Background: an optimization exercise with open tools, aiming at small area. Do not read the settings as production practice.
In this exercise RTL edits were held to simulation tests only and were not proved equivalent to the original.
Power figures rest on the tool's default switching activity, not on a simulated workload.

== lane 2 ==
## pong_core
module pong_core (
	input  logic       Clock_25,
	input  logic       system_resetn,
	input  logic       vsync,
	input  logic       btn_right,
	input  logic       btn_left,
	input  logic [2:0] speed,
	input  logic       serve_x_dir,
	input  logic       serve_y_dir,
	input  logic       restart_sw,
	input  logic [3:0] rank_index,
	output logic [9:0] ball_x,
	output logic [9:0] ball_y,
	output logic [9:0] bar_x,
	output logic [7:0] score,
	output logic [1:0] lives,
	output logic       game_over,
	output logic [7:0] rank_score,
	output logic [7:0] rank_game
);
For scale: ~1200 cells after synthesis, about 220 flip-flops, about 72 I/O pins, about 12000 um2 of cells after synthesis.
Settings: LEC_CHECK=0, CAP_MARGIN=20, CORE_MARGIN=2, CORE_UTILIZATION=40, SLEW_MARGIN=20, SYNTH_HIERARCHICAL=1; clock period 10.0 ns.
run.sh (not shown) runs the stock make flow with config.mk's settings and CLKGATE_MAP_FILE= SYNTH_SCRIPT=/design/flow/synth_recipe.tcl, a recipe that flattens the netlist after the stock synthesis.
What lane 3 does differently from lane 2 at the input level:
# lane 2
export LEC_CHECK = 0
export CAP_MARGIN = 20
export CORE_MARGIN = 2
export CORE_UTILIZATION = 40
export SLEW_MARGIN = 20
export SYNTH_HIERARCHICAL = 1
create_clock -name core_clock -period 10.0 [get_ports {Clock_25}]
# lane 3
export LEC_CHECK = 0
export CAP_MARGIN = 20
export CORE_MARGIN = 2
export CORE_UTILIZATION = 30
export PLACE_DENSITY = 0.4
export SLEW_MARGIN = 20
create_clock -name core_clock -period 10.0 [get_ports {Clock_25}]
==> flow/flow/run.sh (new file) <==
#!/bin/bash
# Own layout flow: the standard ORFS flow, with three changes:
#  - synthesis maps the logic with an area-oriented ABC script (flow/abc_area.script)
#    instead of ORFS's delay-oriented one; registers are mapped exactly as before
#  - ports are buffered with sky130_fd_sc_hd__buf_1
#  - clock tree synthesis inserts no dummy loads
# Each tool's full output goes to a log file in this folder.
set -euo pipefail
W=$(pwd)

# The standard flow's synthesis script, with the ABC call redirected to the area script
{
	head -n 1 synth_recipe.tcl
	cat <<TCL
proc abc {args} {
	set i [lsearch -exact \$args -script]
	if { \$i >= 0 } { lset args [expr { \$i + 1 }] $W/flow/abc_area.script }
	yosys abc {*}\$args
}
TCL
	tail -n +2 synth_recipe.tcl
} > own_synth.tcl

# The standard flow's make command, with the synthesis script and the extra settings
sed -e "s|SYNTH_SCRIPT=[^ ]*|SYNTH_SCRIPT=$W/own_synth.tcl 'BUFFER_PORTS_ARGS=-buffer_cell sky130_fd_sc_hd__buf_1' 'CTS_ARGS=-sink_clustering_enable -repair_clock_nets -dont_use_dummy_load'|" standard.sh > own.sh

bash own.sh finish > make.log 2>&1
cp -r orfs/logs orfs_logs 2>/dev/null || true
test -f out/final.def
==> flow/flow/abc_area.script (new file) <==
strash
&get -n
&fraig -x
&put
balance; rewrite; refactor; balance; rewrite; rewrite -z; balance; refactor -z; rewrite -z; balance
dc2
balance; rewrite; refactor; balance; rewrite; rewrite -z; balance; refactor -z; rewrite -z; balance
strash
&get -n
&dch -f
&nf -R 1000 -p -F 10 -A 10 -a
&put
==> flow/standard.sh (new file) <==
#!/bin/bash
# synth_recipe.tcl (not shown) runs the flow's synth.tcl, then flattens the netlist and writes it again
# the make line also repeats each setting of config.mk as NAME=value (left out here)
make -C /OpenROAD-flow-scripts/flow DESIGN_CONFIG=/design/flow/config.mk WORK_HOME=/design/flow/orfs CLKGATE_MAP_FILE= SYNTH_SCRIPT=/design/flow/synth_recipe.tcl "${@:-finish}"
removed: flow/run.sh
Per the final summary, lane 3 finished and its layout is clean on timing, DRC and antenna.
From lane 2 to lane 3 the numbers moved as follows: peak supply drop +about 8%; final-layout non-clock buffer area share went down by 2.6 points.
Lane 3 against lane 2: clock network fraction of design power went down; number of logic stages on the critical path including buffering went up; synthesized area shows a reduction of 13%.
Lane 3 vs lane 2, launching element of the worst setup path: speed[0] vs rank_index[2]
Diff lane 2 -> lane 3: chip width went up by about 7%, total clock buffers created by CTS went up by 3.8%.

[port drivers added, routing unchanged]
The results above use ideal ports. As a check the final layouts listed here were re-extracted and re-timed, cells and wires unchanged.
Step 1 sets driving cells, clkbuf_16 on the clock port and buf_2 on the other inputs (assumed; they add their load-dependent delay and slew).
Step 2, shift: input delay + t, output delay - t, t = (earliest + latest rising clock arrival at the registers) / 2. This alone moves slack from input paths to output paths.
a / b / c = ideal / step 1 / step 2; a / b = the first two.
run	shift t [ns]	slack for setup (ns)	latest minus earliest clock arrival (ns)
lane 2	0.582	2.751 / 2.728 / 2.601	0.040 / 0.040
lane 3	0.576	2.091 / 2.114 / 1.538	0.031 / 0.030
After both steps setup and hold are still met in every run listed. For lane 3, which loses most, drivers alone change the setup slack by +0.023 ns; drivers and shift together by -0.553 ns.
